This design comes from an exercise in tuning for small area, a short achievable clock period and few clock cycles per item on the open sky130 flow, not from production work. Function was checked by simulation only, so behaviour that the tests miss may differ from the original. No activity file was given, so power comes from the tool's default toggle rates.

==> design.v <==
`default_nettype none
module aes_tmi_byte
(
    input  wire [7:0] i,
    output wire [7:0] o
);
    wire t1 = i[4] ^ i[5];
    wire t2 = i[1] ^ i[2];
    wire t3 = i[7] ^ t2;
    assign o[0] = t1;
    wire t4 = i[0] ^ i[1];
    assign o[1] = i[5] ^ t4;
    assign o[2] = i[1] ^ t1;
    wire t5 = i[0] ^ i[4];
    assign o[3] = t2 ^ t5;
    assign o[4] = t3;
    wire t6 = i[0] ^ i[6];
    assign o[5] = t1 ^ t6;
    wire t7 = i[3] ^ t1;
    assign o[6] = t3 ^ t7;
    assign o[7] = i[6] ^ t3;
endmodule
module aes_mt_byte
(
    input  wire [7:0] i,
    output wire [7:0] o
);
    wire t1 = i[4] ^ i[7];
    wire t2 = i[1] ^ i[2];
    wire t3 = i[5] ^ t1;
    wire t4 = i[0] ^ t3;
    assign o[0] = t4;
    assign o[1] = i[0] ^ i[2];
    wire t5 = i[0] ^ i[1];
    assign o[2] = i[3] ^ t5;
    wire t6 = i[0] ^ i[4];
    assign o[3] = i[6] ^ t6;
    assign o[4] = t2 ^ t4;
    assign o[5] = t2 ^ t3;
    assign o[6] = t1;
    wire t7 = i[3] ^ i[4];
    assign o[7] = t2 ^ t7;
endmodule
module aes_g_byte
(
    input  wire [7:0] i,
    output wire [7:0] o
);
    wire t1 = i[5] ^ i[7];
    wire t2 = i[2] ^ i[3];
    wire t3 = i[4] ^ i[6];
    wire t4 = i[1] ^ i[5];
    wire t5 = t1 ^ t2;
    wire t6 = i[0] ^ t3;
    assign o[0] = t5 ^ t6;
    assign o[1] = i[7];
    assign o[2] = i[4] ^ t1;
    wire t7 = i[3] ^ i[6];
    assign o[3] = t4 ^ t7;
    wire t8 = i[7] ^ t2;
    assign o[4] = t3 ^ t8;
    assign o[5] = t5;
    assign o[6] = t3 ^ t4;
    assign o[7] = t1;
endmodule
module aes_tinv_byte
(
    input  wire [7:0] i,
    output wire [7:0] o
);
    wire t1 = i[4] ^ i[5];
    wire t2 = i[2] ^ i[7];
    wire t3 = i[1] ^ i[7];
    wire t4 = i[3] ^ i[6];
    wire t5 = i[0] ^ i[4];
    assign o[0] = t3 ^ t5;
    assign o[1] = i[6] ^ t1;
    wire t6 = i[2] ^ i[5];
    assign o[2] = t4 ^ t6;
    assign o[3] = t2 ^ t4;
    assign o[4] = t2;
    assign o[5] = t3;
    wire t7 = i[1] ^ i[2];
    assign o[6] = t1 ^ t7;
    assign o[7] = i[1];
endmodule
module aes_lin_col
(
    input  wire [31:0] i,
    output wire [31:0] o
);
    wire t1 = i[3] ^ i[26];
    wire t2 = i[10] ^ i[11];
    wire t3 = i[18] ^ i[27];
    wire t4 = i[0] ^ i[21];
    wire t5 = i[19] ^ i[28];
    wire t6 = i[5] ^ i[16];
    wire t7 = i[2] ^ i[12];
    wire t8 = i[8] ^ i[29];
    wire t9 = i[13] ^ i[24];
    wire t10 = i[4] ^ i[20];
    wire t11 = i[15] ^ i[31];
    wire t12 = i[7] ^ i[23];
    wire t13 = i[6] ^ t2;
    wire t14 = i[30] ^ t7;
    wire t15 = i[22] ^ i[25];
    wire t16 = i[14] ^ i[17];
    wire t17 = i[9] ^ t4;
    wire t18 = i[1] ^ t9;
    wire t19 = t6 ^ t15;
    wire t20 = i[23] ^ t3;
    wire t21 = i[25] ^ t5;
    wire t22 = i[4] ^ t8;
    wire t23 = i[31] ^ t1;
    wire t24 = i[27] ^ t12;
    wire t25 = i[3] ^ t11;
    wire t26 = t10 ^ t17;
    wire t27 = t6 ^ t13;
    wire t28 = i[14] ^ i[22];
    wire t29 = i[0] ^ i[20];
    wire t30 = i[11] ^ i[17];
    wire t31 = i[1] ^ i[2];
    wire t32 = i[6] ^ i[14];
    wire t33 = i[26] ^ i[30];
    wire t34 = t3 ^ t16;
    wire t35 = i[2] ^ t1;
    wire t36 = t9 ^ t11;
    wire t37 = i[15] ^ t10;
    wire t38 = i[19] ^ t12;
    wire t39 = i[28] ^ t14;
    wire t40 = i[12] ^ t18;
    wire t41 = t19 ^ t30;
    wire t42 = t14 ^ t29;
    wire t43 = i[8] ^ i[10];
    wire t44 = i[21] ^ i[30];
    wire t45 = i[5] ^ i[22];
    wire t46 = i[10] ^ i[29];
    wire t47 = i[1] ^ i[16];
    wire t48 = i[9] ^ i[22];
    wire t49 = i[9] ^ i[24];
    wire t50 = i[18] ^ i[20];
    wire t51 = t1 ^ t16;
    wire t52 = i[6] ^ t4;
    wire t53 = i[8] ^ t3;
    wire t54 = i[7] ^ t5;
    wire t55 = t1 ^ t28;
    wire t56 = i[16] ^ t5;
    wire t57 = t2 ^ t8;
    wire t58 = i[15] ^ t2;
    wire t59 = i[26] ^ t24;
    wire t60 = t8 ^ t18;
    wire t61 = t22 ^ t31;
    wire t62 = t21 ^ t32;
    wire t63 = t13 ^ t17;
    wire t64 = t15 ^ t52;
    wire t65 = i[17] ^ t13;
    wire t66 = t6 ^ t38;
    wire t67 = t20 ^ t23;
    wire t68 = i[10] ^ t19;
    wire t69 = i[19] ^ t25;
    wire t70 = i[7] ^ t27;
    wire t71 = t42 ^ t54;
    wire t72 = t27 ^ t40;
    wire t73 = i[12] ^ t11;
    wire t74 = t3 ^ t73;
    assign o[0] = t62 ^ t74;
    wire t75 = i[0] ^ i[24];
    wire t76 = i[4] ^ t7;
    wire t77 = t75 ^ t76;
    wire t78 = t41 ^ t59;
    assign o[1] = t77 ^ t78;
    wire t79 = t33 ^ t43;
    wire t80 = t5 ^ t20;
    wire t81 = t37 ^ t79;
    wire t82 = t64 ^ t80;
    assign o[2] = t81 ^ t82;
    wire t83 = i[5] ^ t33;
    wire t84 = t34 ^ t36;
    assign o[3] = t83 ^ t84;
    wire t85 = i[14] ^ i[21];
    wire t86 = i[2] ^ t85;
    wire t87 = t21 ^ t37;
    wire t88 = t53 ^ t86;
    wire t89 = t87 ^ t88;
    assign o[4] = t70 ^ t89;
    wire t90 = i[18] ^ i[3];
    wire t91 = t90 ^ t37;
    wire t92 = t39 ^ t41;
    wire t93 = t60 ^ t91;
    assign o[5] = t92 ^ t93;
    wire t94 = i[30] ^ t4;
    wire t95 = t18 ^ t21;
    wire t96 = t24 ^ t35;
    wire t97 = t58 ^ t94;
    wire t98 = t95 ^ t96;
    assign o[6] = t97 ^ t98;
    wire t99 = i[13] ^ i[9];
    wire t100 = t99 ^ t14;
    wire t101 = t22 ^ t25;
    wire t102 = t100 ^ t101;
    assign o[7] = t68 ^ t102;
    wire t103 = i[1] ^ t10;
    wire t104 = t103 ^ t24;
    assign o[8] = t55 ^ t104;
    wire t105 = i[25] ^ t43;
    wire t106 = t105 ^ t18;
    wire t107 = t106 ^ t42;
    assign o[9] = t69 ^ t107;
    wire t108 = t32 ^ t47;
    wire t109 = t108 ^ t22;
    wire t110 = t109 ^ t39;
    assign o[10] = t67 ^ t110;
    wire t111 = i[13] ^ t12;
    wire t112 = t111 ^ t35;
    assign o[11] = t112 ^ t64;
    wire t113 = i[15] ^ i[4];
    wire t114 = t113 ^ t46;
    wire t115 = t114 ^ t20;
    wire t116 = t55 ^ t56;
    wire t117 = t115 ^ t116;
    assign o[12] = t40 ^ t117;
    wire t118 = i[23] ^ t33;
    wire t119 = t118 ^ t21;
    wire t120 = t119 ^ t26;
    assign o[13] = t120 ^ t72;
    wire t121 = t20 ^ t61;
    wire t122 = t63 ^ t69;
    assign o[14] = t121 ^ t122;
    wire t123 = i[17] ^ t12;
    wire t124 = t44 ^ t50;
    wire t125 = t123 ^ t124;
    assign o[15] = t125 ^ t72;
    wire t126 = i[11] ^ t48;
    wire t127 = t126 ^ t25;
    assign o[16] = t127 ^ t39;
    wire t128 = i[20] ^ i[28];
    wire t129 = t12 ^ t128;
    wire t130 = t47 ^ t129;
    wire t131 = t53 ^ t130;
    assign o[17] = t63 ^ t131;
    wire t132 = t10 ^ t28;
    wire t133 = t49 ^ t7;
    wire t134 = t132 ^ t133;
    wire t135 = t23 ^ t134;
    assign o[18] = t135 ^ t70;
    wire t136 = i[14] ^ t11;
    wire t137 = t31 ^ t44;
    wire t138 = t136 ^ t137;
    assign o[19] = t57 ^ t138;
    wire t139 = i[11] ^ i[24];
    wire t140 = t139 ^ t45;
    wire t141 = t14 ^ t140;
    wire t142 = t141 ^ t26;
    assign o[20] = t67 ^ t142;
    wire t143 = i[31] ^ i[6];
    wire t144 = t143 ^ t5;
    wire t145 = t7 ^ t144;
    wire t146 = t34 ^ t145;
    wire t147 = t26 ^ t60;
    assign o[21] = t146 ^ t147;
    wire t148 = i[12] ^ i[9];
    wire t149 = t148 ^ t23;
    wire t150 = t34 ^ t57;
    wire t151 = t149 ^ t150;
    assign o[22] = t66 ^ t151;
    wire t152 = i[26] ^ i[29];
    wire t153 = t152 ^ t50;
    wire t154 = t153 ^ t17;
    wire t155 = t36 ^ t154;
    assign o[23] = t62 ^ t155;
    wire t156 = i[30] ^ t10;
    wire t157 = t156 ^ t38;
    assign o[24] = t157 ^ t65;
    wire t158 = i[18] ^ t11;
    wire t159 = t49 ^ t158;
    wire t160 = t22 ^ t51;
    wire t161 = t56 ^ t159;
    assign o[25] = t160 ^ t161;
    wire t162 = i[18] ^ i[22];
    wire t163 = t16 ^ t162;
    wire t164 = t9 ^ t163;
    wire t165 = t58 ^ t164;
    assign o[26] = t165 ^ t71;
    wire t166 = i[18] ^ i[6];
    wire t167 = t166 ^ t46;
    wire t168 = t48 ^ t167;
    assign o[27] = t168 ^ t66;
    wire t169 = i[13] ^ t8;
    wire t170 = t169 ^ t23;
    wire t171 = t170 ^ t65;
    assign o[28] = t171 ^ t71;
    wire t172 = i[12] ^ i[27];
    wire t173 = i[28] ^ i[7];
    wire t174 = t172 ^ t173;
    wire t175 = t8 ^ t174;
    wire t176 = t51 ^ t175;
    wire t177 = t26 ^ t68;
    assign o[29] = t176 ^ t177;
    wire t178 = i[19] ^ i[20];
    wire t179 = i[7] ^ t178;
    wire t180 = t3 ^ t179;
    wire t181 = t35 ^ t36;
    wire t182 = t180 ^ t181;
    assign o[30] = t41 ^ t182;
    wire t183 = i[28] ^ t16;
    wire t184 = t4 ^ t45;
    wire t185 = t183 ^ t184;
    wire t186 = t185 ^ t59;
    assign o[31] = t61 ^ t186;
endmodule
module aes_norm_byte
(
    input  wire [7:0] z,
    output wire [3:0] d
);
    wire n9 = z[0] ^ z[2];
    wire n10 = z[6] ^ n9;
    wire n11 = z[7] ^ n10;
    wire n12 = z[2] ^ z[4];
    wire n13 = z[5] ^ n12;
    wire n14 = z[1] ^ z[3];
    wire n15 = z[5] ^ n14;
    wire n16 = z[6] ^ n15;
    wire n17 = z[3] ^ z[4];
    wire n18 = z[5] ^ n17;
    wire n19 = z[6] ^ n18;
    wire n20 = z[0] & z[4];
    wire n21 = z[1] & z[4];
    wire n22 = z[0] & z[5];
    wire n23 = n21 ^ n22;
    wire n24 = z[2] & z[4];
    wire n25 = z[1] & z[5];
    wire n26 = z[0] & z[6];
    wire n27 = n24 ^ n25;
    wire n28 = n26 ^ n27;
    wire n29 = z[3] & z[4];
    wire n30 = z[2] & z[5];
    wire n31 = z[1] & z[6];
    wire n32 = z[0] & z[7];
    wire n33 = n29 ^ n30;
    wire n34 = n31 ^ n32;
    wire n35 = n33 ^ n34;
    wire n36 = z[3] & z[5];
    wire n37 = z[2] & z[6];
    wire n38 = z[1] & z[7];
    wire n39 = n36 ^ n37;
    wire n40 = n38 ^ n39;
    wire n41 = z[3] & z[6];
    wire n42 = z[2] & z[7];
    wire n43 = n41 ^ n42;
    wire n44 = z[3] & z[7];
    wire n45 = n20 ^ n40;
    wire n46 = n23 ^ n43;
    wire n47 = n40 ^ n46;
    wire n48 = n28 ^ n44;
    wire n49 = n43 ^ n48;
    wire n50 = n35 ^ n44;
    wire n51 = n11 ^ n45;
    wire n52 = n13 ^ n47;
    wire n53 = n16 ^ n49;
    wire n54 = n19 ^ n50;
    assign d[0] = n51;
    assign d[1] = n52;
    assign d[2] = n53;
    assign d[3] = n54;
endmodule
module aes_s1_byte
(
    input  wire [7:0] z,
    input  wire [3:0] d,
    output wire [7:0] o
);
    wire [3:0] th;
    assign th[0] = (d == 4'd1) | (d == 4'd2) | (d == 4'd4) | (d == 4'd5) | (d == 4'd6) | (d == 4'd8) | (d == 4'd11) | (d == 4'd14);
    assign th[1] = (d == 4'd3) | (d == 4'd5) | (d == 4'd6) | (d == 4'd7) | (d == 4'd8) | (d == 4'd9) | (d == 4'd12) | (d == 4'd14);
    assign th[2] = (d == 4'd3) | (d == 4'd4) | (d == 4'd6) | (d == 4'd7) | (d == 4'd8) | (d == 4'd10) | (d == 4'd11) | (d == 4'd13);
    assign th[3] = (d == 4'd2) | (d == 4'd3) | (d == 4'd4) | (d == 4'd5) | (d == 4'd8) | (d == 4'd10) | (d == 4'd12) | (d == 4'd15);
    wire m12 = th[0] & z[0];
    wire m13 = th[1] & z[0];
    wire m14 = th[0] & z[1];
    wire m15 = m13 ^ m14;
    wire m16 = th[2] & z[0];
    wire m17 = th[1] & z[1];
    wire m18 = th[0] & z[2];
    wire m19 = m16 ^ m17;
    wire m20 = m18 ^ m19;
    wire m21 = th[3] & z[0];
    wire m22 = th[2] & z[1];
    wire m23 = th[1] & z[2];
    wire m24 = th[0] & z[3];
    wire m25 = m21 ^ m22;
    wire m26 = m23 ^ m24;
    wire m27 = m25 ^ m26;
    wire m28 = th[3] & z[1];
    wire m29 = th[2] & z[2];
    wire m30 = th[1] & z[3];
    wire m31 = m28 ^ m29;
    wire m32 = m30 ^ m31;
    wire m33 = th[3] & z[2];
    wire m34 = th[2] & z[3];
    wire m35 = m33 ^ m34;
    wire m36 = th[3] & z[3];
    wire m37 = m12 ^ m32;
    wire m38 = m15 ^ m35;
    wire m39 = m32 ^ m38;
    wire m40 = m20 ^ m36;
    wire m41 = m35 ^ m40;
    wire m42 = m27 ^ m36;
    wire m43 = th[0] & z[4];
    wire m44 = th[1] & z[4];
    wire m45 = th[0] & z[5];
    wire m46 = m44 ^ m45;
    wire m47 = th[2] & z[4];
    wire m48 = th[1] & z[5];
    wire m49 = th[0] & z[6];
    wire m50 = m47 ^ m48;
    wire m51 = m49 ^ m50;
    wire m52 = th[3] & z[4];
    wire m53 = th[2] & z[5];
    wire m54 = th[1] & z[6];
    wire m55 = th[0] & z[7];
    wire m56 = m52 ^ m53;
    wire m57 = m54 ^ m55;
    wire m58 = m56 ^ m57;
    wire m59 = th[3] & z[5];
    wire m60 = th[2] & z[6];
    wire m61 = th[1] & z[7];
    wire m62 = m59 ^ m60;
    wire m63 = m61 ^ m62;
    wire m64 = th[3] & z[6];
    wire m65 = th[2] & z[7];
    wire m66 = m64 ^ m65;
    wire m67 = th[3] & z[7];
    wire m68 = m43 ^ m63;
    wire m69 = m46 ^ m66;
    wire m70 = m63 ^ m69;
    wire m71 = m51 ^ m67;
    wire m72 = m66 ^ m71;
    wire m73 = m58 ^ m67;
    assign o[0] = m37;
    assign o[1] = m39;
    assign o[2] = m41;
    assign o[3] = m42;
    assign o[4] = m68;
    assign o[5] = m70;
    assign o[6] = m72;
    assign o[7] = m73;
endmodule
module aes_inv_s1
(
    input  wire [127:0] x,
    input  wire [63:0]  d,
    input  wire [127:0] kg,
    output wire [127:0] a
);
    wire [127:0] q;
    aes_s1_byte u_0_0 (.z(x[127:120]), .d(d[63:60]), .o(q[127:120]));
    aes_s1_byte u_0_1 (.z(x[119:112]), .d(d[59:56]), .o(q[119:112]));
    aes_s1_byte u_0_2 (.z(x[111:104]), .d(d[55:52]), .o(q[111:104]));
    aes_s1_byte u_0_3 (.z(x[103:96]), .d(d[51:48]), .o(q[103:96]));
    aes_s1_byte u_1_0 (.z(x[95:88]), .d(d[47:44]), .o(q[95:88]));
    aes_s1_byte u_1_1 (.z(x[87:80]), .d(d[43:40]), .o(q[87:80]));
    aes_s1_byte u_1_2 (.z(x[79:72]), .d(d[39:36]), .o(q[79:72]));
    aes_s1_byte u_1_3 (.z(x[71:64]), .d(d[35:32]), .o(q[71:64]));
    aes_s1_byte u_2_0 (.z(x[63:56]), .d(d[31:28]), .o(q[63:56]));
    aes_s1_byte u_2_1 (.z(x[55:48]), .d(d[27:24]), .o(q[55:48]));
    aes_s1_byte u_2_2 (.z(x[47:40]), .d(d[23:20]), .o(q[47:40]));
    aes_s1_byte u_2_3 (.z(x[39:32]), .d(d[19:16]), .o(q[39:32]));
    aes_s1_byte u_3_0 (.z(x[31:24]), .d(d[15:12]), .o(q[31:24]));
    aes_s1_byte u_3_1 (.z(x[23:16]), .d(d[11:8]), .o(q[23:16]));
    aes_s1_byte u_3_2 (.z(x[15:8]), .d(d[7:4]), .o(q[15:8]));
    aes_s1_byte u_3_3 (.z(x[7:0]), .d(d[3:0]), .o(q[7:0]));
    assign a = q ^ kg;
endmodule
module aes_norms
(
    input  wire [127:0] x,
    output wire [63:0]  d
);
    aes_norm_byte n_0_0 (.z(x[127:120]), .d(d[63:60]));
    aes_norm_byte n_0_1 (.z(x[119:112]), .d(d[59:56]));
    aes_norm_byte n_0_2 (.z(x[111:104]), .d(d[55:52]));
    aes_norm_byte n_0_3 (.z(x[103:96]), .d(d[51:48]));
    aes_norm_byte n_1_0 (.z(x[95:88]), .d(d[47:44]));
    aes_norm_byte n_1_1 (.z(x[87:80]), .d(d[43:40]));
    aes_norm_byte n_1_2 (.z(x[79:72]), .d(d[39:36]));
    aes_norm_byte n_1_3 (.z(x[71:64]), .d(d[35:32]));
    aes_norm_byte n_2_0 (.z(x[63:56]), .d(d[31:28]));
    aes_norm_byte n_2_1 (.z(x[55:48]), .d(d[27:24]));
    aes_norm_byte n_2_2 (.z(x[47:40]), .d(d[23:20]));
    aes_norm_byte n_2_3 (.z(x[39:32]), .d(d[19:16]));
    aes_norm_byte n_3_0 (.z(x[31:24]), .d(d[15:12]));
    aes_norm_byte n_3_1 (.z(x[23:16]), .d(d[11:8]));
    aes_norm_byte n_3_2 (.z(x[15:8]), .d(d[7:4]));
    aes_norm_byte n_3_3 (.z(x[7:0]), .d(d[3:0]));
endmodule
module aes_inv_s2
(
    input  wire [127:0] a,
    output wire [127:0] y
);
    wire [127:0] v;
    aes_lin_col l_0 (.i({a[103:96], a[111:104], a[119:112], a[127:120]}), .o({v[103:96], v[111:104], v[119:112], v[127:120]}));
    aes_lin_col l_1 (.i({a[71:64], a[79:72], a[87:80], a[95:88]}), .o({v[71:64], v[79:72], v[87:80], v[95:88]}));
    aes_lin_col l_2 (.i({a[39:32], a[47:40], a[55:48], a[63:56]}), .o({v[39:32], v[47:40], v[55:48], v[63:56]}));
    aes_lin_col l_3 (.i({a[7:0], a[15:8], a[23:16], a[31:24]}), .o({v[7:0], v[15:8], v[23:16], v[31:24]}));
    assign y[127:120] = v[127:120];
    assign y[119:112] = v[23:16];
    assign y[111:104] = v[47:40];
    assign y[103:96] = v[71:64];
    assign y[95:88] = v[95:88];
    assign y[87:80] = v[119:112];
    assign y[79:72] = v[15:8];
    assign y[71:64] = v[39:32];
    assign y[63:56] = v[63:56];
    assign y[55:48] = v[87:80];
    assign y[47:40] = v[111:104];
    assign y[39:32] = v[7:0];
    assign y[31:24] = v[31:24];
    assign y[23:16] = v[55:48];
    assign y[15:8] = v[79:72];
    assign y[7:0] = v[103:96];
endmodule
module aes_z0
(
    input  wire [127:0] ct,
    input  wire [127:0] k10,
    output wire [127:0] z
);
    assign z[127:120] = ct[127:120] ^ k10[127:120];
    assign z[119:112] = ct[23:16] ^ k10[23:16];
    assign z[111:104] = ct[47:40] ^ k10[47:40];
    assign z[103:96] = ct[71:64] ^ k10[71:64];
    assign z[95:88] = ct[95:88] ^ k10[95:88];
    assign z[87:80] = ct[119:112] ^ k10[119:112];
    assign z[79:72] = ct[15:8] ^ k10[15:8];
    assign z[71:64] = ct[39:32] ^ k10[39:32];
    assign z[63:56] = ct[63:56] ^ k10[63:56];
    assign z[55:48] = ct[87:80] ^ k10[87:80];
    assign z[47:40] = ct[111:104] ^ k10[111:104];
    assign z[39:32] = ct[7:0] ^ k10[7:0];
    assign z[31:24] = ct[31:24] ^ k10[31:24];
    assign z[23:16] = ct[55:48] ^ k10[55:48];
    assign z[15:8] = ct[79:72] ^ k10[79:72];
    assign z[7:0] = ct[103:96] ^ k10[103:96];
endmodule
module aes_tmi_word
(
    input  wire [31:0] i,
    output wire [31:0] o
);
    aes_tmi_byte b0 (.i(i[31:24]), .o(o[31:24]));
    aes_tmi_byte b1 (.i(i[23:16]), .o(o[23:16]));
    aes_tmi_byte b2 (.i(i[15:8]), .o(o[15:8]));
    aes_tmi_byte b3 (.i(i[7:0]), .o(o[7:0]));
endmodule
module aes_mt_word
(
    input  wire [31:0] i,
    output wire [31:0] o
);
    aes_mt_byte b0 (.i(i[31:24]), .o(o[31:24]));
    aes_mt_byte b1 (.i(i[23:16]), .o(o[23:16]));
    aes_mt_byte b2 (.i(i[15:8]), .o(o[15:8]));
    aes_mt_byte b3 (.i(i[7:0]), .o(o[7:0]));
endmodule
module aes_g_word
(
    input  wire [31:0] i,
    output wire [31:0] o
);
    aes_g_byte b0 (.i(i[31:24]), .o(o[31:24]));
    aes_g_byte b1 (.i(i[23:16]), .o(o[23:16]));
    aes_g_byte b2 (.i(i[15:8]), .o(o[15:8]));
    aes_g_byte b3 (.i(i[7:0]), .o(o[7:0]));
endmodule
module aes_tinv_word
(
    input  wire [31:0] i,
    output wire [31:0] o
);
    aes_tinv_byte b0 (.i(i[31:24]), .o(o[31:24]));
    aes_tinv_byte b1 (.i(i[23:16]), .o(o[23:16]));
    aes_tinv_byte b2 (.i(i[15:8]), .o(o[15:8]));
    aes_tinv_byte b3 (.i(i[7:0]), .o(o[7:0]));
endmodule
module aes_kc_word
(
    output wire [31:0] o
);
    assign o = 32'hfdfdfdfd;
endmodule
module aes_c63_word
(
    output wire [31:0] o
);
    assign o = {4{8'h33}};
endmodule
`default_nettype wire
`default_nettype none
module aes_round_key_store
(
    input  logic         clk,
    input  logic         key_we,
    input  logic [5:0]   key_addr,
    input  logic [31:0]  key_wdata,
    input  logic [31:0]  wdata_z,      
    input  logic [9:0]   round_sel,    
    output logic [127:0] round_key,    
    output logic [127:0] last_key      
);
    logic [31:0] mem [44];
    logic [31:0] wdata_g;
    logic [31:0] c63;
    logic [31:0] kc;
    logic        pend_q;
    logic [5:0]  pend_addr_q;
    logic [31:0] pend_data_q;
    aes_g_word i_g (
        .i (pend_data_q),
        .o (wdata_g)
    );
    aes_kc_word i_kc (
        .o (kc)
    );
    aes_c63_word i_c63 (
        .o (c63)
    );
    always_ff @(posedge clk)
    begin
        pend_q      <= key_we && (key_addr < 6'd40);
        pend_addr_q <= key_addr;
        pend_data_q <= key_wdata;
    end
    always_ff @(posedge clk)
    begin
        for (int i = 0; i < 44; i++)
        begin
            if (i >= 40)
            begin
                if (key_we && (key_addr == 6'(i)))
                begin
                    mem[i] <= wdata_z ^ c63;
                end
            end
            else if (pend_q && (pend_addr_q == 6'(i)))
            begin
                mem[i] <= (i >= 4) ? (wdata_g ^ kc) : wdata_g;
            end
        end
    end
    assign last_key = {mem[40], mem[41], mem[42], mem[43]};
    always_comb
    begin
        round_key = '0;
        for (int r = 0; r < 10; r++)
        begin
            if (round_sel[r])
            begin
                round_key = round_key | {mem[4 * r], mem[4 * r + 1], mem[4 * r + 2], mem[4 * r + 3]};
            end
        end
    end
endmodule
`default_nettype wire
`default_nettype none
module aes_dec_regs
(
    input  logic         clk,
    input  logic         reset,
    input  logic [11:0]  paddr,
    input  logic         psel,
    input  logic         penable,
    input  logic         pwrite,
    input  logic [31:0]  pwdata,
    output logic [31:0]  prdata,
    output logic         pready,
    output logic         pslverr,
    input  logic         fin,         
    input  logic [127:0] plaintext,   
    output logic         key_we,
    output logic [5:0]   key_addr,
    output logic [31:0]  key_wdata,
    output logic         start,
    output logic [31:0]  wdata_z,     
    output logic [127:0] ciphertext   
);
    logic        busy;
    logic        done;
    logic        busy_n;
    logic        done_n;
    logic        key_hit;
    logic        din_hit;
    logic        ctrl_hit;
    logic        stat_hit;
    logic        dout_hit;
    logic        err_n;
    logic [31:0] rd_n;
    logic [31:0] prdata_q;
    logic        err_q;
    logic        wr_q;       
    logic        key_q;
    logic        din_q;
    logic        ctrl_q;
    logic [5:0]  widx_q;
    logic        we;
    logic [31:0] ct_word;
    logic [31:0] pt_word;
    logic [31:0] ct_std;
    logic [31:0] pt_std;
    assign busy_n = busy && !fin;
    assign done_n = done || fin;
    assign key_hit  = (paddr < 12'h0b0);
    assign din_hit  = (paddr[11:4] == 8'h10);
    assign ctrl_hit = (paddr[11:2] == 10'h044);
    assign stat_hit = (paddr[11:2] == 10'h045);
    assign dout_hit = (paddr[11:4] == 8'h12);
    assign err_n = !(key_hit || din_hit || ctrl_hit || stat_hit || dout_hit)
                   || (pwrite && busy_n && (key_hit || din_hit || ctrl_hit))
                   || (pwrite && (stat_hit || dout_hit));
    assign ct_word = ciphertext[127 - 32 * paddr[3:2] -: 32];
    assign pt_word = plaintext[127 - 32 * paddr[3:2] -: 32];
    aes_mt_word i_ct_back (
        .i (ct_word),
        .o (ct_std)
    );
    aes_tinv_word i_pt_back (
        .i (pt_word),
        .o (pt_std)
    );
    aes_tmi_word i_wdata_z (
        .i (pwdata),
        .o (wdata_z)
    );
    always_comb
    begin
        rd_n = '0;  
        if (stat_hit)
        begin
            rd_n = {30'd0, done_n, busy_n};
        end
        else if (din_hit)
        begin
            rd_n = ct_std;
        end
        else if (dout_hit)
        begin
            rd_n = pt_std;
        end
    end
    always_ff @(posedge clk)
    begin
        prdata_q <= rd_n;
        err_q    <= err_n;
        wr_q     <= psel && !penable && pwrite && !err_n;
        key_q    <= key_hit;
        din_q    <= din_hit;
        ctrl_q   <= ctrl_hit;
        widx_q   <= paddr[7:2];
    end
    assign prdata  = prdata_q;
    assign pslverr = err_q;
    assign pready  = 1'b1;  
    assign we        = wr_q;  
    assign key_we    = we && key_q;
    assign key_addr  = widx_q;
    assign key_wdata = pwdata;
    assign start     = we && ctrl_q && pwdata[0];
    always_ff @(posedge clk)
    begin
        for (int w = 0; w < 4; w++)
        begin
            if (we && din_q && (widx_q[1:0] == 2'(w)))
            begin
                ciphertext[127 - 32 * w -: 32] <= wdata_z;
            end
        end
    end
    always_ff @(posedge clk)
    begin
        if (reset)
        begin
            busy <= 1'b0;
            done <= 1'b0;
        end
        else if (start)
        begin
            busy <= 1'b1;
            done <= 1'b0;
        end
        else if (fin)
        begin
            busy <= 1'b0;
            done <= 1'b1;
        end
    end
endmodule
`default_nettype wire
`default_nettype none
module aes_dec_engine
(
    input  logic         clk,
    input  logic         reset,
    input  logic         start,
    input  logic [127:0] ciphertext,
    input  logic [127:0] last_key,
    input  logic [127:0] round_key,
    output logic [9:0]   round_sel,   
    output logic         fin,         
    output logic [127:0] plaintext
);
    logic         run;
    logic         ph;        
    logic [9:0]   rsel;      
    logic         pend_q;
    logic         z_ok_q;    
    logic         go;
    logic [127:0] state_q;
    logic [63:0]  norm_q;    
    logic [127:0] state_d;
    logic [63:0]  norm_d;
    logic [127:0] a_q;
    logic [127:0] z0;
    logic [127:0] s1_out;
    logic [127:0] s2_out;
    assign round_sel = rsel;
    assign plaintext = a_q;
    aes_z0 i_z0 (
        .ct  (ciphertext),
        .k10 (last_key),
        .z   (z0)
    );
    aes_inv_s1 i_s1 (
        .x  (state_q),
        .d  (norm_q),
        .kg (round_key),
        .a  (s1_out)
    );
    aes_inv_s2 i_s2 (
        .a (a_q),
        .y (s2_out)
    );
    assign go  = (start || pend_q) && z_ok_q && !run;
    assign fin = run && ph && rsel[0];
    assign state_d = run ? s2_out : z0;
    aes_norms i_norms (
        .x (state_d),
        .d (norm_d)
    );
    always_ff @(posedge clk)
    begin
        state_q <= state_d;
        norm_q  <= norm_d;
        if (go || (run && !ph))
        begin
            a_q <= s1_out;
        end
    end
    always_ff @(posedge clk)
    begin
        if (reset)
        begin
            run    <= 1'b0;
            ph     <= 1'b0;
            rsel   <= 10'b10_0000_0000;
            pend_q <= 1'b0;
            z_ok_q <= 1'b0;
        end
        else
        begin
            pend_q <= (start || pend_q) && !go;
            z_ok_q <= !run;
            if (go)
            begin
                run  <= 1'b1;
                ph   <= 1'b1;
                rsel <= 10'b01_0000_0000;
            end
            else if (run)
            begin
                ph <= !ph;
                if (!ph)
                begin
                    if (rsel[0])
                    begin
                        run  <= 1'b0;
                        rsel <= 10'b10_0000_0000;
                    end
                    else
                    begin
                        rsel <= rsel >> 1;
                    end
                end
            end
        end
    end
endmodule
`default_nettype wire
`default_nettype none
module aes_dec_top
(
    input  logic        clk,
    input  logic        reset,
    input  logic [11:0] paddr,
    input  logic        psel,
    input  logic        penable,
    input  logic        pwrite,
    input  logic [31:0] pwdata,
    output logic [31:0] prdata,
    output logic        pready,
    output logic        pslverr
);
    logic         key_we;
    logic [5:0]   key_addr;
    logic [31:0]  key_wdata;
    logic         start;
    logic         fin;
    logic [127:0] ciphertext;
    logic [127:0] plaintext;
    logic [127:0] round_key;
    logic [127:0] last_key;
    logic [31:0]  wdata_z;
    logic [9:0]   round_sel;
    aes_dec_regs i_aes_dec_regs (
        .clk        (clk),
        .reset      (reset),
        .paddr      (paddr),
        .psel       (psel),
        .penable    (penable),
        .pwrite     (pwrite),
        .pwdata     (pwdata),
        .prdata     (prdata),
        .pready     (pready),
        .pslverr    (pslverr),
        .fin        (fin),
        .plaintext  (plaintext),
        .key_we     (key_we),
        .key_addr   (key_addr),
        .key_wdata  (key_wdata),
        .start      (start),
        .wdata_z    (wdata_z),
        .ciphertext (ciphertext)
    );
    aes_round_key_store i_aes_round_key_store (
        .clk       (clk),
        .key_we    (key_we),
        .key_addr  (key_addr),
        .key_wdata (key_wdata),
        .wdata_z   (wdata_z),
        .round_sel (round_sel),
        .round_key (round_key),
        .last_key  (last_key)
    );
    aes_dec_engine i_aes_dec_engine (
        .clk        (clk),
        .reset      (reset),
        .start      (start),
        .ciphertext (ciphertext),
        .last_key   (last_key),
        .round_key  (round_key),
        .round_sel  (round_sel),
        .fin        (fin),
        .plaintext  (plaintext)
    );
endmodule
`default_nettype wire
==> flow/run.sh <==
#!/bin/bash
# The standard layout (standard.sh, its synthesis unchanged) with two changes to how the layout
# is made: the port buffers are buf_2 cells, and timing repair works until the setup slack reaches
# SETUP_SLACK_MARGIN, well above zero at the 10 ns clock. The tools' output goes to standard.log.
set -euo pipefail
export SETUP_SLACK_MARGIN=7.0
export BUFFER_PORTS_ARGS="-buffer_cell sky130_fd_sc_hd__buf_2"
bash standard.sh > standard.log 2>&1
==> standard.sh <==
#!/bin/bash
# synth_recipe.tcl (not shown) runs the flow's synth.tcl, then flattens the netlist and writes it again
# the make line also repeats each setting of config.mk as NAME=value (left out here)
make -C /OpenROAD-flow-scripts/flow DESIGN_CONFIG=/design/flow/config.mk WORK_HOME=/design/flow/orfs CLKGATE_MAP_FILE= SYNTH_SCRIPT=/design/flow/synth_recipe.tcl "${@:-finish}"
==> config.mk <==
export PLATFORM = sky130hd
export DESIGN_NAME = aes_dec_top
export DESIGN_NICKNAME = aes_dec_top
export VERILOG_FILES = /design/flow/design.v
export SDC_FILE = /design/flow/constraint.sdc
export NUM_CORES = 8
export LEC_CHECK = 0
export CAP_MARGIN = 20
export CORE_MARGIN = 2
export CORE_UTILIZATION = 55
export CTS_CLUSTER_DIAMETER = 100
export CTS_CLUSTER_SIZE = 25
export SLEW_MARGIN = 20
export TNS_END_PERCENT = 5
==> constraint.sdc <==
create_clock -name core_clock -period 10.0 [get_ports {clk}]
set_input_delay 2.0000 -clock core_clock [delete_from_list [all_inputs] [get_ports {clk}]]
set_output_delay 2.0000 -clock core_clock [all_outputs]
set_load 0.01 [all_outputs]
==> qor.csv, run 1 <==
stage,metric,value,unit
clocking,htreeDepth,3,
clocking,clock_tree.root_cell,clkbuf_16,
timing,fmax,290.1,MHz
detailed_routing,via_per_inst,6.315,
yosys,ys.flop_type,edfxtp_1,
cells_and_area,stdcell_area,104800,µm²
clocking,worstSkewPairLatency,0.78,ns
cells_and_area,fillers,13120,
yosys,synth.avg_cell_area,13.47,µm²
yosys,syn-num-nets,7074,
global_routing,antenna_found_initial,11,
timing,hold_viol,0,
cells_and_area,drive_gt1_share,14.39,%
clocking,cts-buffers-inserted,90,
place,numPortBuffers,79,
critical_path,rr_worst_depth,10,
flow_run,maxCapViolCount,0,
place,placed_area,97090,µm²
detailed_routing,drc,0,
critical_path,critPathArrivalTime,4.12,ns
critical_path,startpoint,i_aes_dec_engine.a_q[99],
critical_path,setup.worst_path.end,i_aes_dec_engine.norm_q[1],
cells_and_area,fin_nets,7255,
critical_path,crit_type,register to register,
critical_path,r2r_slack,6.55,ns
cells_and_area,syn_to_final_growth,11.31,%
global_routing,grt_pass1_wl,426900,µm
detailed_routing,ant_nets,0,
place,place_hpwl,197000,µm
power,power_leakage,0.03617,µW
detailed_routing,wl_per_cell,33.21,µm
clocking,clkTransAtPathRegs,0.11,ns
timing,setup-violations-final,0,
timing,min_period_over_period,34.47,%
timing,timing.setup.tns,0,ns
floorplanning,core-area,169700,µm²
detailed_routing,via_count,59670,
critical_path,critPathMaxFanout,8,
yosys,yosysMostFrequentCell,edfxtp_1,
timing,max_slew_margin,21.10,%
critical_path,worstSetupEndpointType,register,
power,power,14280,µW
critical_path,worst_r2r_endpoint,i_aes_dec_engine.norm_q[1],
min_path,hp-class,register to register,
timing,rsz0062_at_grt,true,
timing,final.setup_skew,0.04216,ns
floorplanning,initial_utilization,55.51,%
clocking,holdBufCountCts,0,
floorplanning,ios,83,
critical_path,start_kind,register,
yosys,synthesis.instances,6993,
yosys,ys_ff_latch,1954,
power,ir_drop,0.1973,mV
global_routing,grt_overflow_total,0,
yosys,ys_warn_count,4,
floorplanning,die_y,417.8,µm
timing,setup_slack,6.553,ns
critical_path,rr_startpoint,i_aes_dec_engine.a_q[99],
clocking,cts.sinks,1954,
global_routing,grt_max_degree,110,
floorplanning,die_width,417.8,µm
place,preCtsSetupSlack,4.723,ns
yosys,yosys-top-cells-area,"edfxtp_1, xnor2_1, dfxtp_1",
global_routing,grt.total_usage,34.97,%
yosys,yosysUniqueCellTypes,84,
place,gp_congestion,0.9719,
detailed_routing,first_iter_violations,7785,
detailed_routing,first_pass_iters,5,
power,power_density,136.2,nW/µm²
yosys,netlist.area_leader.share,53.06,%
yosys,yosysTopAreaCell,edfxtp_1,
detailed_routing,wirelength,313800,µm
yosys,synthArstFlopShare,0,%
cells_and_area,final_cells,9450,
timing,slew_viol_final,0,
yosys,synth_common_cells,"edfxtp_1, xnor2_1, nand2_1, a22oi_1, xor2_1",
clocking,cts_tree,built,
yosys,synth_edf_count,1664,
yosys,netlist_area,94180,µm²
timing,layout_min_cycle_time,3.447,ns
clocking,cts_buffer_depth,3,
yosys,yosysSeqAreaShare,59.22,%
global_routing,first_global_vias,54980,
floorplanning,std_cell_rows,151,
status,status,timing/DRC/antenna clean,
floorplanning,fp.dieArea,174600,µm²
place,dp_cells,9012,
critical_path,required,10.68,ns
timing,tightest_slew,1.175,ns
cells in the final DEF (no fill, tap or decap), types with 31 or more instances in the layout:
master        n
nand2_1     650
a22o_1      128
clkbuf_1     38
a21oi_1     114
mux4_2       64
nor2b_1      37
nor2_4       42
xnor2_1    1120
o21ai_0     194
clkbuf_16   100
dfxtp_1     265
a211oi_1     34
buf_2        69
edfxtp_1   1664
xnor2_2      78
inv_1        98
a22oi_1     452
xor2_1      428
buf_4       319
buf_12       47
nand2b_1     33
nor2_1      233
nand4_1     129
a221oi_1    137
xnor3_1     154
mux2_2       31
flip-flops by register name (all words and copies together), names as in the netlist, 10 cells and up:
signal	flops
i_aes_dec_engine.a_q	128
i_aes_dec_engine.rsel	10
i_aes_dec_engine.norm_q	64
i_aes_dec_regs.ciphertext	128
i_aes_dec_engine.state_q	128
i_aes_dec_regs.prdata_q	32
i_aes_round_key_store.mem	1408
i_aes_round_key_store.pend_data_q	32
worst max-delay path, cell delays in order (launching register included):
cell      delay [ns]
edfxtp_1        0.60
buf_4           0.25
xnor3_1         0.50
xor2_1          0.29
xnor3_1         0.46
a21o_1          0.45
inv_1           0.18
nor3_1          0.20
a21oi_1         0.06
o22ai_1         0.19
xnor2_1         0.17
cells by family after synthesis:
| kind of cell | share of synthesized area (%) |
|---|---|
| other | 0.003982 |
| adder cells (fa/ha/maj) | 0.4251 |
| buffers and inverters | 2.252 |
| XOR/XNOR | 20.67 |
| multiplexers | 2.091 |
| AND/OR/NAND/NOR | 5.713 |
| AO/OA/AOI/OAI | 9.620 |
| flip-flops | 59.22 |
stage by stage:
step / utilization [%] / hold WS, ns
finish: 61.79 / 0.4173
global route: 61.78 / 0.4376
floorplan: - / 0.3317
global placement: 57.23 / 0.4218
CTS: 61.20 / 0.4328
detailed placement: 57.23 / 0.4217
repair_timing:
action | 4_1_cts | 5_1_grt
setup buffers | 231 | 31
gates cloned | 14 | 8
gates resized for setup | 275 | 80
setup endpoints to repair | 654 | 847
pin swaps | 28 | 20
where the power goes:
part | switching, µW | internal, µW | total [µW]
clock network | 2580 | 1810 | 4390
logic | 573 | 184 | 757
registers | 15.6 | 9110 | 9130
worst min path at each step:
stage / startpoint / to / slack (ns) / depth (start not counted)
floorplan: i_aes_dec_regs.widx_q[2] / i_aes_round_key_store.pend_addr_q[2] / 0.33 / 0
global placement: i_aes_dec_regs.widx_q[3] / i_aes_round_key_store.pend_addr_q[3] / 0.42 / 0
detailed placement: i_aes_dec_regs.widx_q[3] / i_aes_round_key_store.pend_addr_q[3] / 0.42 / 0
CTS: i_aes_dec_regs.widx_q[4] / i_aes_round_key_store.pend_addr_q[4] / 0.43 / 0
global route: i_aes_dec_regs.widx_q[4] / i_aes_round_key_store.pend_addr_q[4] / 0.44 / 0
finish: i_aes_dec_regs.widx_q[4] / i_aes_round_key_store.pend_addr_q[4] / 0.42 / 0
metal layers:
metal  wire [µm]  track usage [%]  vias up
met5          22                0        -
met4       16840            15.62        4
met3       31100            6.947      497
met2      134500            50.20     3042
met1      131400            51.65    30320
li1            -                -    25810
final cells by class:
type,instances,area [µm²],share of cell area [%]
diodes,3,7.507,0.007162
clock buffers,134,2516,2.400
clock inverters,13,220.2,0.2101
inverters,114,452.9,0.4321
multi-input cells,4527,38320,36.56
flip-flops and latches,1954,55830,53.26
well taps,2218,2775,2.647
repair buffers,481,4658,4.444
repair inverters,6,37.54,0.03581
Testbench counts, summed over its fixed seeds: cycles 6,912, blocks 192.
==> run 2: changes to the inputs <==
--- a/flow/run.sh
+++ b/flow/run.sh
@@ -3,6 +3,6 @@
 # is made: the port buffers are buf_2 cells, and timing repair works until the setup slack reaches
 # SETUP_SLACK_MARGIN, well above zero at the 10 ns clock. The tools' output goes to standard.log.
 set -euo pipefail
-export SETUP_SLACK_MARGIN=7.0
+export SETUP_SLACK_MARGIN=6.8
 export BUFFER_PORTS_ARGS="-buffer_cell sky130_fd_sc_hd__buf_2"
 bash standard.sh > standard.log 2>&1
--- a/config.mk
+++ b/config.mk
@@ -7,7 +7,7 @@
 export LEC_CHECK = 0
 export CAP_MARGIN = 20
 export CORE_MARGIN = 2
-export CORE_UTILIZATION = 55
+export CORE_UTILIZATION = 40
 export CTS_CLUSTER_DIAMETER = 100
 export CTS_CLUSTER_SIZE = 25
 export SLEW_MARGIN = 20
==> qor.csv, run 2 <==
stage,metric,value,unit
timing,min_period_over_period,34.93,%
yosys,yosysMostFrequentCell,edfxtp_1,
timing,holdWs,0.3762,ns
global_routing,grt_pass1_wl,429400,µm
global_routing,grt_overflow_total,0,
clocking,worstSkewPairLatency,0.81,ns
clocking,cts-buffers-inserted,92,
critical_path,rr_startpoint,i_aes_dec_engine.rsel[6],
critical_path,required,10.52,ns
clocking,clock_tree.root_cell,clkbuf_16,
cells_and_area,drive_gt1_share,13.57,%
global_routing,use_met1,36.19,%
yosys,yosys-top-cells-area,"edfxtp_1, xnor2_1, dfxtp_1",
timing,fmax,286.3,MHz
critical_path,r2r_slack,6.51,ns
global_routing,grt_max_degree,106,
detailed_routing,via_count,59290,
power,power_density,136.5,nW/µm²
global_routing,met3_usage,3.622,%
detailed_routing,first_pass_iters,6,
clocking,cts_tree,built,
yosys,netlist.area_leader.share,53.06,%
yosys,ys_warn_count,4,
critical_path,worstSetupEndpointType,register,
clocking,htreeDepth,3,
cells_and_area,fin_nets,7238,
critical_path,critPathArrivalTime,4.02,ns
detailed_routing,wirelength,308700,µm
yosys,synthArstFlopShare,0,%
yosys,netlist_area,94180,µm²
place,place_hpwl,199100,µm
cells_and_area,largest_register,i_aes_round_key_store.mem,
global_routing,first_global_vias,55390,
detailed_routing,first_iter_violations,6941,
critical_path,cp_cell_sequence,"buf_4, buf_6, a22o_1, a221oi_1, nand4_1, xnor2_1, xnor2_1, xnor2_1, xnor2_1",
floorplanning,fp.dieArea,239300,µm²
floorplanning,die_width,489.2,µm
timing,setup_slack,6.507,ns
floorplanning,initial_utilization,40.12,%
critical_path,cpLargestDelayFamily,XOR/XNOR gates,
place,numPortBuffers,79,
yosys,yosysTopAreaCell,edfxtp_1,
floorplanning,core-area,234700,µm²
global_routing,use_met2,38.44,%
timing,layout_min_cycle_time,3.493,ns
critical_path,crit_type,register to register,
cells_and_area,final_cell_mix,"edfxtp_1, xnor2_1, nand2_1",
critical_path,critPathMaxFanout,36,
global_routing,antenna_found_initial,11,
flow_run,maxCapViolCount,0,
detailed_routing,drc,0,
critical_path,startpoint,i_aes_dec_engine.rsel[6],
yosys,synth.avg_cell_area,13.47,µm²
floorplanning,ios,83,
timing,hold_viol,0,
critical_path,cp_common_cell,xnor2_1,
yosys,synth_common_cells,"edfxtp_1, xnor2_1, nand2_1, a22oi_1, xor2_1",
timing,final.setup_skew,0.07672,ns
yosys,synth_edf_count,1664,
global_routing,busiest_layer,met2,
yosys,yosysUniqueCellTypes,84,
min_path,hp-class,register to register,
critical_path,cp.buffers_inverters,2,
yosys,synthesis.instances,6993,
yosys,yosysSeqAreaShare,59.22,%
timing,rsz0062_at_grt,true,
clocking,holdBufCountCts,0,
critical_path,start_kind,register,
min_path,worstHoldStart,i_aes_dec_regs.widx_q[5],
cells_and_area,layout_commonest_cell,edfxtp_1,
clocking,clkTransAtPathRegs,0.11,ns
critical_path,slowest_stage,nand4_1,
clocking,cts_buffer_depth,3,
place,gp_congestion,0.9265,
timing,slew_viol_final,0,
power,ir_drop,0.1363,mV
detailed_routing,wl_per_cell,29.71,µm
floorplanning,std_cell_rows,178,
floorplanning,die_y,489.2,µm
detailed_routing,via_per_inst,5.707,
timing,timing.setup.tns,0,ns
status,status,timing/DRC/antenna clean,
yosys,syn-num-nets,7074,
place,preCtsSetupSlack,4.757,ns
clocking,cts.sinks,1954,
power,power_leakage,0.03597,µW
timing,tightest_slew,1.138,ns
yosys,ys_ff_latch,1954,
global_routing,grt.total_usage,25.26,%
timing,setup-violations-final,0,
cells_and_area,syn_to_final_growth,11.91,%
cells_and_area,largest_reg_flops,1408,
timing,max_slew_margin,24.13,%
detailed_routing,ant_nets,0,
critical_path,cpPeakStageDelay,0.62,ns
yosys,ys.flop_type,edfxtp_1,
## run 2: cell count changes in the layout (fill, tap and decap cells not counted), sizes merged
cell      before  now
inv          107  113
clkinvlp      12    5
buf          470  463
clkbuf       140  158
clkinv        13   14
bufinv         1    0
or2           10    6
diode          3    4
bufbuf         5    6
## run 2: stage by stage
stage	std cells	area, µm²	power (µW)	util [%]
final	10390	105400	14390	44.90
after global routing	10390	105400	14760	44.89
after CTS	10330	104600	14410	44.55
after detailed placement	9938	98230	10000	41.85
after global placement	9938	98230	9977	41.84
after floorplan	6993	94220	9665	-
## run 2: what timing repair did
| item | in CTS | in global routing |
|---|---|---|
| gates cloned | 7 | 1 |
| setup buffers | 209 | 51 |
| setup endpoints to repair | 406 | 374 |
| gates resized for setup | 202 | 46 |
| pin swaps | 33 | 11 |
## run 2: power breakdown
group	total [µW]	switching, µW	internal, µW
combinational	761	576	185
sequential	9130	13.8	9110
clock	4500	2680	1820
total	14400	3270	11100
## run 2: kinds of logic (layout without fill, tap and decap cells)
kind of cell             after synthesis  after routing  synth area share, %
multiplexers                         111            111                2.091
AND/OR/NAND/NOR                     1229           1229                5.713
AO/OA/AOI/OAI                       1271           1271                9.620
flip-flops                          1954           1954                59.22
buffers and inverters                516            759                2.252
XOR/XNOR                            1879           1879                20.67
adder cells (fa/ha/maj)               32             32               0.4251
other                                  1              5             0.003982
## run 2: per-layer routing
| layer | routed length, µm | up-vias | share of wire, % |
|---|---|---|---|
| met5 | 33 | - | 0.011 |
| met4 | 14500 | 4 | 4.7 |
| met3 | 24890 | 421 | 8.1 |
| met2 | 137300 | 2674 | 44 |
| met1 | 132000 | 30400 | 43 |
| li1 | - | 25800 | - |
## run 2: path summary, 6_finish.rpt
| kind | to | cells past startpoint |
|---|---|---|
| worst max-delay path | i_aes_dec_engine.a_q[85] | 9 |
| worst min register to register | i_aes_round_key_store.pend_addr_q[5] | 0 |
| worst max register to register | i_aes_dec_engine.a_q[85] | 9 |
| worst min-delay path | i_aes_round_key_store.pend_addr_q[5] | 0 |
## run 2: cell type report
| cell class | count | area (µm²) |
|---|---|---|
| Multi-Input combinational cell | 4523 | 37990 |
| Timing Repair inverter | 2 | 10.01 |
| Sequential cell | 1954 | 55820 |
| Timing Repair Buffer | 470 | 4319 |
| Clock buffer | 157 | 2567 |
| Inverter | 114 | 446.7 |
| Clock inverter | 16 | 289.0 |
| Fill cell | 20990 | 129300 |
| Tap cell | 3150 | 3941 |
| Antenna cell | 4 | 10.01 |
==> run 3: changes to the inputs <==
--- a/flow/run.sh
+++ b/flow/run.sh
@@ -3,6 +3,6 @@
 # is made: the port buffers are buf_2 cells, and timing repair works until the setup slack reaches
 # SETUP_SLACK_MARGIN, well above zero at the 10 ns clock. The tools' output goes to standard.log.
 set -euo pipefail
-export SETUP_SLACK_MARGIN=6.8
+export SETUP_SLACK_MARGIN=7.0
 export BUFFER_PORTS_ARGS="-buffer_cell sky130_fd_sc_hd__buf_2"
 bash standard.sh > standard.log 2>&1
--- a/config.mk
+++ b/config.mk
@@ -11,4 +11,4 @@
 export CTS_CLUSTER_DIAMETER = 100
 export CTS_CLUSTER_SIZE = 25
 export SLEW_MARGIN = 20
-export TNS_END_PERCENT = 5
+export TNS_END_PERCENT = 20
==> qor.csv, run 3 <==
stage,metric,value,unit
yosys,syn-num-nets,7074,
timing,tightest_slew,1.123,ns
cells_and_area,largest_register,i_aes_round_key_store.mem,
yosys,yosysUniqueCellTypes,84,
clocking,holdBufCountCts,0,
min_path,hold_depth,0,
critical_path,worst_r2r_endpoint,i_aes_dec_engine.norm_q[45],
yosys,yosys-top-cells-area,"edfxtp_1, xnor2_1, dfxtp_1",
global_routing,antenna_found_initial,6,
yosys,synthArstFlopShare,0,%
yosys,netlist_area,94180,µm²
critical_path,cpPeakStageDelay,0.39,ns
yosys,yosysSeqAreaShare,59.22,%
yosys,synth_common_cells,"edfxtp_1, xnor2_1, nand2_1, a22oi_1, xor2_1",
detailed_routing,via_per_inst,5.817,
detailed_routing,first_iter_violations,8621,
cells_and_area,syn_to_final_growth,17.84,%
cells_and_area,fin_util,47.28,%
critical_path,start_kind,register,
timing,final.setup_skew,0.04099,ns
place,numPortBuffers,79,
cells_and_area,fillers,20280,
clocking,cts.sinks,1954,
critical_path,startpoint,i_aes_dec_regs.prdata_q[3],
flow_run,maxCapViolCount,0,
status,status,timing/DRC/antenna clean,
power,power_density,129.4,nW/µm²
detailed_routing,wl_per_cell,30.61,µm
timing,min_period_over_period,33.01,%
global_routing,grt.total_usage,25.85,%
floorplanning,ios,83,
yosys,ys_warn_count,4,
floorplanning,initial_utilization,40.12,%
yosys,synthesis.instances,6993,
power,ir_drop,0.1547,mV
floorplanning,fp.dieArea,239300,µm²
cells_and_area,layout_commonest_cell,edfxtp_1,
yosys,yosysMostFrequentCell,edfxtp_1,
floorplanning,std_cell_rows,178,
critical_path,rr_worst_depth,11,
clocking,clkTransAtPathRegs,0.11,ns
cells_and_area,drive_gt1_share,20.42,%
min_path,worstHoldStart,i_aes_dec_regs.widx_q[3],
timing,fmax,302.9,MHz
timing,max_slew_margin,25.16,%
yosys,netlist.area_leader.share,53.06,%
cells_and_area,largest_reg_flops,1408,
yosys,synth.avg_cell_area,13.47,µm²
clocking,cts_tree,built,
critical_path,cpLargestDelayFamily,flip-flops,
floorplanning,core-area,234700,µm²
detailed_routing,via_count,62180,
critical_path,critPathMaxFanout,1,
detailed_routing,first_pass_iters,6,
global_routing,grt_max_degree,99,
power,power,14360,µW
timing,timing.setup.tns,0,ns
critical_path,path_depth,1,
place,gp_congestion,1.005,
critical_path,slowest_stage,dfxtp_4,
cells_and_area,fin_nets,7539,
yosys,synth_edf_count,1664,
timing,rsz0062_at_grt,true,
cells_and_area,final_cell_mix,"edfxtp_1, xnor2_1, nand2_1",
critical_path,required,8.00,ns
critical_path,rr_startpoint,i_aes_dec_engine.a_q[83],
global_routing,grt_overflow_total,0,
critical_path,cp_cell_sequence,buf_6,
timing,slew_viol_final,0,
detailed_routing,ant_nets,0,
min_path,whs_endpoint,i_aes_round_key_store.pend_addr_q[3],
critical_path,worstSetupEndpointType,output pin,
yosys,ys_ff_latch,1954,
critical_path,critPathArrivalTime,1.30,ns
floorplanning,die_y,489.2,µm
place,place_hpwl,194800,µm
detailed_routing,wirelength,327200,µm
clocking,worstSkewPairLatency,0.79,ns
floorplanning,die_width,489.2,µm
clocking,htreeDepth,3,
yosys,ys.flop_type,edfxtp_1,
timing,hold_viol,0,
critical_path,crit_type,register to output pin,
min_path,hp-class,register to register,
timing,setup-violations-final,0,
power,power_leakage,0.03853,µW
yosys,yosysTopAreaCell,edfxtp_1,
critical_path,r2r_slack,6.75,ns
clocking,cts-buffers-inserted,91,
global_routing,grt_pass1_wl,440600,µm
clocking,clock_tree.root_cell,clkbuf_16,
critical_path,cp.buffers_inverters,1,
timing,layout_min_cycle_time,3.301,ns
clocking,cts_buffer_depth,3,
global_routing,first_global_vias,57890,
detailed_routing,drc,0,
run 3: what timing repair did:
item                                    in CTS  in global routing
cloned                                      17                 19
buffers inserted                           473                 65
pin swaps                                  261                 39
endpoints found under the setup margin     691                599
gates resized for setup                    667                 93
run 3: worst max path at each step:
stage | endpoint | slack, ns
after global placement | i_aes_dec_regs.prdata_q[0] | 4.58
after detailed placement | i_aes_dec_regs.prdata_q[0] | 4.61
after floorplan | i_aes_dec_regs.prdata_q[3] | 6.07
after CTS | prdata[4] | 6.65
final | prdata[3] | 6.70
after global routing | prdata[3] | 6.67
run 3: cells by family (layout without fill, tap and decap cells):
family / Yosys count / count (layout) / synth area share, %
other: 1 / 5 / 0.003982
buffers and inverters: 516 / 1054 / 2.252
DFF: 1954 / 1954 / 59.22
xor gates and xnor gates: 1879 / 1879 / 20.67
muxes: 111 / 111 / 2.091
AOI/OAI and AO/OA: 1271 / 1271 / 9.620
adders and majority gates: 32 / 32 / 0.4251
and+or+nand+nor: 1229 / 1234 / 5.713
run 3: per-layer routing:
layer	part of all wire, %	global-route usage (%)	routed length, µm	up-vias
met4	5.7	12.46	18600	4
li1	-	-	-	26380
met2	45	39.13	145900	3386
met3	9.5	4.328	31080	595
met5	0.0067	0	22	-
met1	40	36.15	131600	31820
run 3: metrics by stage:
| stage | instance area, µm² | setup WS, ns | instances | hold WS, ns |
|---|---|---|---|---|
| floorplan | 94240 | 6.071 | 6993 | 0.3317 |
| global placement | 98250 | 4.583 | 9938 | 0.3805 |
| detailed placement | 98250 | 4.606 | 9938 | 0.3772 |
| CTS | 109400 | 6.651 | 10600 | 0.3948 |
| global route | 111000 | 6.670 | 10690 | 0.4044 |
| finish | 111000 | 6.699 | 10690 | 0.4007 |
run 3: power breakdown:
group / switching [µW] / internal [µW] / leakage, µW
Clock: 2650 / 1810 / 0.00132
Sequential: 14.8 / 9110 / 0.0174
Combinational: 572 / 201 / 0.0198
Total: 3230 / 11100 / 0.0385
run 3: cell type report:
| type | count | area (µm²) | share of cell area (%) |
|---|---|---|---|
| Clock buffer | 158 | 2550 | 2.298 |
| Timing Repair Buffer | 764 | 7559 | 6.811 |
| Inverter | 114 | 454.2 | 0.4093 |
| Sequential cell | 1954 | 55850 | 50.32 |
| Multi-Input combinational cell | 4528 | 40340 | 36.35 |
| Antenna cell | 4 | 10.01 | 0.009019 |
| Tap cell | 3150 | 3941 | 3.551 |
| Clock inverter | 13 | 251.5 | 0.2266 |
| Timing Repair inverter | 5 | 30.03 | 0.02706 |
==> run 4: changes to the inputs <==
--- a/config.mk
+++ b/config.mk
@@ -11,4 +11,4 @@
 export CTS_CLUSTER_DIAMETER = 100
 export CTS_CLUSTER_SIZE = 25
 export SLEW_MARGIN = 20
-export TNS_END_PERCENT = 20
+export TNS_END_PERCENT = 0
==> qor.csv, run 4 <==
stage,metric,value,unit
detailed_routing,via_count,60200,
global_routing,grt_max_degree,111,
yosys,yosysSeqAreaShare,59.22,%
cells_and_area,largest_reg_flops,1408,
critical_path,critPathArrivalTime,4.10,ns
power,power_leakage,0.03625,µW
power,power_density,134.9,nW/µm²
yosys,yosys-top-cells-area,"edfxtp_1, xnor2_1, dfxtp_1",
critical_path,cp_common_cell,xnor2_1,
critical_path,cpPeakStageDelay,0.57,ns
clocking,clkTransAtPathRegs,0.10,ns
critical_path,crit_type,register to register,
timing,tightest_slew,1.062,ns
yosys,ys_warn_count,4,
clocking,holdBufCountCts,0,
floorplanning,core-area,234700,µm²
clocking,cts_buffer_depth,3,
timing,setup-violations-final,0,
global_routing,grt_overflow_total,0,
timing,layout_min_cycle_time,3.373,ns
detailed_routing,ant_nets,0,
min_path,worstHoldStart,i_aes_dec_regs.widx_q[5],
floorplanning,initial_utilization,40.12,%
floorplanning,die_y,489.2,µm
yosys,ys.flop_type,edfxtp_1,
critical_path,required,10.73,ns
cells_and_area,drive_gt1_share,14.97,%
timing,fmax,296.5,MHz
critical_path,worstSetupEndpointType,register,
min_path,whs_endpoint,i_aes_round_key_store.pend_addr_q[5],
clocking,cts_tree,built,
yosys,yosysMostFrequentCell,edfxtp_1,
yosys,synth_common_cells,"edfxtp_1, xnor2_1, nand2_1, a22oi_1, xor2_1",
min_path,hold_depth,0,
global_routing,grt.total_usage,25.73,%
clocking,cts.sinks,1954,
global_routing,first_global_vias,55760,
cells_and_area,syn_to_final_growth,12.70,%
critical_path,cp.buffers_inverters,2,
critical_path,rr_startpoint,i_aes_dec_engine.a_q[114],
detailed_routing,first_pass_iters,6,
place,gp_congestion,0.9629,
floorplanning,die_width,489.2,µm
place,numPortBuffers,79,
critical_path,worst_r2r_endpoint,i_aes_dec_engine.norm_q[1],
global_routing,grt_pass1_wl,434800,µm
floorplanning,fp.dieArea,239300,µm²
critical_path,cpLargestDelayFamily,XOR/XNOR gates,
cells_and_area,final_cell_mix,"edfxtp_1, xnor2_1, nand2_1",
yosys,synthArstFlopShare,0,%
global_routing,antenna_found_initial,13,
timing,timing.setup.tns,0,ns
yosys,netlist.area_leader.share,53.06,%
place,place_hpwl,201000,µm
timing,slew_viol_final,0,
yosys,syn-num-nets,7074,
yosys,ys_ff_latch,1954,
detailed_routing,wl_per_cell,30.38,µm
power,ir_drop,0.1354,mV
cells_and_area,layout_commonest_cell,edfxtp_1,
timing,holdWs,0.3821,ns
yosys,yosysUniqueCellTypes,84,
yosys,netlist_area,94180,µm²
timing,rsz0062_at_grt,true,
critical_path,cp_cell_sequence,"buf_4, xor2_1, xnor2_1, xnor2_1, xnor2_1, a21oi_4, inv_1, ha_1, xor2_1, xnor2_1, xnor2_1",
detailed_routing,first_iter_violations,7562,
clocking,clock_tree.root_cell,clkbuf_16,
timing,min_period_over_period,33.73,%
yosys,synthesis.instances,6993,
status,status,timing/DRC/antenna clean,
min_path,hp-class,register to register,
cells_and_area,largest_register,i_aes_round_key_store.mem,
critical_path,r2r_slack,6.63,ns
yosys,synth.avg_cell_area,13.47,µm²
yosys,synth_edf_count,1664,
timing,max_slew_margin,29.10,%
clocking,cts-buffers-inserted,93,
floorplanning,std_cell_rows,178,
detailed_routing,drc,0,
timing,final.setup_skew,0.03864,ns
floorplanning,ios,83,
critical_path,slowest_stage,edfxtp_1,
clocking,worstSkewPairLatency,0.81,ns
detailed_routing,wirelength,316600,µm
yosys,yosysTopAreaCell,edfxtp_1,
critical_path,critPathMaxFanout,8,
timing,hold_viol,0,
critical_path,start_kind,register,
cells_and_area,fin_nets,7276,
detailed_routing,via_per_inst,5.776,
flow_run,maxCapViolCount,0,
critical_path,rr_worst_depth,11,
clocking,htreeDepth,3,
-- run 4: cell counts after synthesis --
No cell type changed its count.
-- run 4: logic make-up after synthesis --
| group | Yosys count | synth area share, % |
|---|---|---|
| flops | 1954 | 59.22 |
| xor+xnor | 1879 | 20.67 |
| compound gates | 1271 | 9.620 |
| simple gates | 1229 | 5.713 |
| buf+inv | 516 | 2.252 |
| mux | 111 | 2.091 |
| fa+ha+maj | 32 | 0.4251 |
| other cells | 1 | 0.003982 |
-- run 4: layout make-up --
| cell class | instances | area (µm²) |
|---|---|---|
| Antenna cell | 7 | 17.52 |
| Clock buffer | 145 | 2522 |
| Clock inverter | 21 | 329.1 |
| Fill cell | 20840 | 128600 |
| Inverter | 114 | 462.9 |
| Multi-Input combinational cell | 4527 | 38400 |
| Sequential cell | 1954 | 55860 |
| Tap cell | 3150 | 3941 |
| Timing Repair Buffer | 498 | 4557 |
| Timing Repair inverter | 7 | 42.54 |
-- run 4: worst max-delay path by stage --
| stage | startpoint | end | cells past startpoint |
|---|---|---|---|
| after floorplan | paddr[2] | i_aes_dec_regs.prdata_q[3] | 8 |
| after global routing | i_aes_dec_engine.a_q[20] | i_aes_dec_engine.norm_q[59] | 12 |
| after CTS | i_aes_dec_regs.prdata_q[6] | prdata[6] | 1 |
| final | i_aes_dec_engine.a_q[114] | i_aes_dec_engine.norm_q[1] | 11 |
| after detailed placement | paddr[2] | i_aes_dec_regs.prdata_q[0] | 8 |
| after global placement | paddr[2] | i_aes_dec_regs.prdata_q[0] | 8 |
-- run 4: per-layer routing --
layer | wire length (µm) | share of wire [%] | GRT usage (%) | vias to the layer above
met5 | 27 | 0.0085 | 0 | -
met4 | 14120 | 4.5 | 10.10 | 4
met3 | 29050 | 9.2 | 4.428 | 457
met2 | 143600 | 45 | 39.93 | 2990
met1 | 129900 | 41 | 35.95 | 30890
li1 | - | - | - | 25860
-- run 4: per-stage QoR --
step           setup slack [ns]  utilization (%)  cells  total power [µW]  area, µm²
2_1_floorplan             6.071                -   6993              9666      94220
3_3_place_gp              4.692            41.80   9926              9926      98130
3_5_place_dp              4.638            41.80   9926              9953      98130
4_1_cts                   6.649            44.53  10330             14340     104500
5_1_grt                   6.608            45.21  10420             14680     106100
6_report                  6.627            45.21  10420             14310     106100
-- run 4: power by group --
group,leakage (µW),internal (µW),switching (µW)
Clock,0.00136,1810,2680
Combinational,0.0175,155,534
Sequential,0.0174,9110,14.7
Total,0.0362,11100,3230
-- run 4: timing repair --
| item | 4_1_cts | 5_1_grt |
|---|---|---|
| resized for setup | 265 | 120 |
| endpoints found under the setup margin | 956 | 1149 |
| setup buffers | 221 | 85 |
| gates cloned | 13 | 4 |
| pin swaps | 20 | 44 |

re-timing with driven ports:
Ports are ideal in the flow. The routed layouts listed here were re-timed in OpenROAD.
Step 1 sets driving cells, clkbuf_16 on the clock port and buf_2 on the other inputs (assumed; they add their load-dependent delay and slew).
Step 2 adds t to the input delays and takes it off the output delays; t is the mean of the earliest and latest rising clock arrival at the registers after step 1. Input paths then give back, and output paths get back, about the clock's delay inside the block.
a / b / c = ideal / step 1 / step 2; a / b = the first two.
run | t, ns | slack for setup (ns) | worst setup path after step 2 | latest minus earliest clock arrival (ns)
run 1 | 0.847 | 6.553 / 6.477 / 5.630 | input to register | 0.053 / 0.053
run 2 | 0.857 | 6.507 / 6.462 / 5.666 | input to register | 0.077 / 0.077
run 3 | 0.855 | 6.699 / 6.597 / 5.742 | input to register | 0.042 / 0.042
run 4 | 0.880 | 6.627 / 6.544 / 5.664 | input to register | 0.048 / 0.048
After both steps setup and hold are still met in every run listed. For run 4, which loses most, drivers alone change the setup slack by -0.083 ns; drivers and shift together by -0.963 ns.
